Background: an optimization exercise with open tools, aiming at small area. Do not read the settings as production practice.
The RTL was checked by simulation tests, not by an equivalence proof against the original design.
Power and IR drop assume default switching activity.

## host_domain_top
module host_domain_top (
  input  logic        clk_i,
  input  logic        arst_n_i,
  input  logic        cfg_aw_valid_i,
  input  logic [31:0] cfg_aw_addr_i,
  input  logic        cfg_w_valid_i,
  input  logic [31:0] cfg_w_data_i,
  input  logic        cfg_b_ready_i,
  input  logic        cfg_ar_valid_i,
  input  logic [31:0] cfg_ar_addr_i,
  input  logic        cfg_r_ready_i,
  output logic        cfg_aw_ready_o,
  output logic        cfg_w_ready_o,
  output logic        cfg_b_valid_o,
  output logic [1:0]  cfg_b_resp_o,
  output logic        cfg_ar_ready_o,
  output logic        cfg_r_valid_o,
  output logic [1:0]  cfg_r_resp_o,
  output logic [31:0] cfg_r_data_o,
  input  logic [3:0]  llc_events_i,
  output logic [3:0]  pmu_irq_o,
  input  logic        dma_pe_evt_valid_i,
  output logic        dma_pe_evt_o,
  output logic        dma_pe_evt_ack_o
);
==> flow/config.mk <==
export PLATFORM = sky130hd
export DESIGN_NAME = host_domain_top
export DESIGN_NICKNAME = host_domain_top
export VERILOG_FILES = /design/flow/design.v
export SDC_FILE = /design/flow/constraint.sdc
export NUM_CORES = 4
export LEC_CHECK = 0
export CAP_MARGIN = 0
export CORE_MARGIN = 2
export CORE_UTILIZATION = 65
export SLEW_MARGIN = 0
==> flow/constraint.sdc <==
create_clock -name core_clock -period 5.0 [get_ports {clk_i}]
set_input_delay 1.0000 -clock core_clock [delete_from_list [all_inputs] [get_ports {clk_i}]]
set_output_delay 1.0000 -clock core_clock [all_outputs]
set_load 0.01 [all_outputs]
standard.sh (not shown) runs the stock make flow with config.mk's settings and CLKGATE_MAP_FILE= SYNTH_SCRIPT=/design/flow/synth_recipe.tcl, a recipe that flattens the netlist after the stock synthesis.
==> flow/flow/run.sh <==
#!/bin/bash
# The standard ORFS layout with three changes:
# - synthesis maps the logic with flow/abc_area.script, an area-oriented
#   ABC script, in place of ORFS's abc_speed.script; everything else in
#   synthesis (including flip-flop mapping) is the standard synthesis;
# - the port buffers are the smallest buffer (buf_1), not the default cell;
# - clock tree synthesis adds no dummy loads and clusters up to 10 sinks
#   within 40 um on clkbuf_4, instead of many more clkbuf_16 leaves.
# Each tool's full output stays in the ORFS logs under orfs/logs; make's
# output goes to synth.log and standard.log.
set -euo pipefail
here=$(pwd)
rm -rf "$here/scripts_abc"
cp -r "$FLOW_HOME/scripts" "$here/scripts_abc"
cp "$here/flow/abc_area.script" "$here/scripts_abc/abc_speed.script"
SCRIPTS_DIR="$here/scripts_abc" bash standard.sh synth > synth.log 2>&1
export BUFFER_PORTS_ARGS="-buffer_cell sky130_fd_sc_hd__buf_1"
export CTS_ARGS="-sink_clustering_enable -repair_clock_nets -dont_use_dummy_load -buf_list sky130_fd_sc_hd__clkbuf_4 -sink_clustering_size 10 -sink_clustering_max_diameter 40"
bash standard.sh finish > standard.log 2>&1
==> flow/flow/abc_area.script <==
&get -n
&st
&syn2
&dch
&nf
&put
The starting point produced a clean layout.
Edit:
--- a/flow/config.mk
+++ b/flow/config.mk
@@ -10 +10 @@
-export CORE_UTILIZATION = 65
+export CORE_UTILIZATION = 72
What happened:
- worst setup slack is better by 0.023 ns
- cell area barely changes
- count of clock-buffer cells in the layout fell by 3
- sequential power is about the same
- global-route usage rose by 3.4 points
Edit:
--- a/flow/config.mk
+++ b/flow/config.mk
@@ -10 +10 @@
-export CORE_UTILIZATION = 72
+export CORE_UTILIZATION = 55
Effect: The changed run went through all stages and came out clean; worst setup slack is better by 0.011 ns; via count goes down by 4.1%; synthesized area does not change; worst hold slack is worse by 0.0035 ns; clock skew came out higher by 0.020 ns; global-route usage shrinks by 8.3 points; non-clock buffer count shrinks by 2; combinational power rises by about 2%; sequential cell count is unchanged; core utilization drops by 18 points.
Edit:
--- a/flow/config.mk
+++ b/flow/config.mk
@@ -10 +10,4 @@
-export CORE_UTILIZATION = 55
+export CORE_UTILIZATION = 65
+export GPL_ROUTABILITY_DRIVEN = 0
+export GPL_TIMING_DRIVEN = 0
+export PLACE_DENSITY = 0.85
After rerunning:
- worst setup slack degrades by 0.28 ns
- design area came out higher by 1.2%
- power came out lower by 1.4%
- combinational power came out higher by 9.6%
- synthesized cell count stays the same
Edit:
--- a/flow/flow/run.sh
+++ b/flow/flow/run.sh
@@ -7,2 +7,2 @@
-# - clock tree synthesis adds no dummy loads and clusters up to 10 sinks
-#   within 40 um on clkbuf_4, instead of many more clkbuf_16 leaves.
+# - clock tree synthesis adds no dummy loads and clusters up to 14 sinks
+#   within 50 um on clkbuf_8, instead of many more clkbuf_16 leaves.
--- a/flow/config.mk
+++ b/flow/config.mk
@@ -11,3 +10,0 @@
-export GPL_ROUTABILITY_DRIVEN = 0
-export GPL_TIMING_DRIVEN = 0
-export PLACE_DENSITY = 0.85
Result: Clock-buffer cell count climbs by 3; worst hold slack is better by 0.031 ns; die area stays the same; setup slack is better by 0.24 ns; synthesized area stays the same; non-clock buffer count drops by 9.

static timing again, ports no longer ideal:
How much do the figures lean on ideal ports? The routed layouts below were timed once more, with nothing changed but the port constraints. Step 1 assumes that a clkbuf_16 drives the clock port and a buf_2 every other input. Step 2 times the ports against the registers' clock, not the clock port: input delays grow and output delays shrink by t, the midpoint of the rising clock arrivals with the driver on. Slacks: no drivers / after step 1 / after step 2; pairs: no drivers / after step 1.
run	t (ns)	setup WS [ns]	latest minus earliest clock arrival (ns)	worst register clock-pin slew, ns	cell pins on the clock port's net
the first run	0.674	0.462 / 0.420 / 1.095	0.080 / 0.081	0.11 / 0.11	1
the second run	0.695	0.485 / 0.447 / 1.066	0.063 / 0.063	0.11 / 0.11	1
the third run	0.704	0.497 / 0.457 / 1.161	0.083 / 0.083	0.11 / 0.11	1
the fourth run	0.701	0.221 / 0.174 / 0.254	0.071 / 0.070	0.12 / 0.12	1
the fifth run	0.674	0.462 / 0.420 / 1.095	0.080 / 0.081	0.11 / 0.11	1
After both steps every run listed still meets setup and hold.
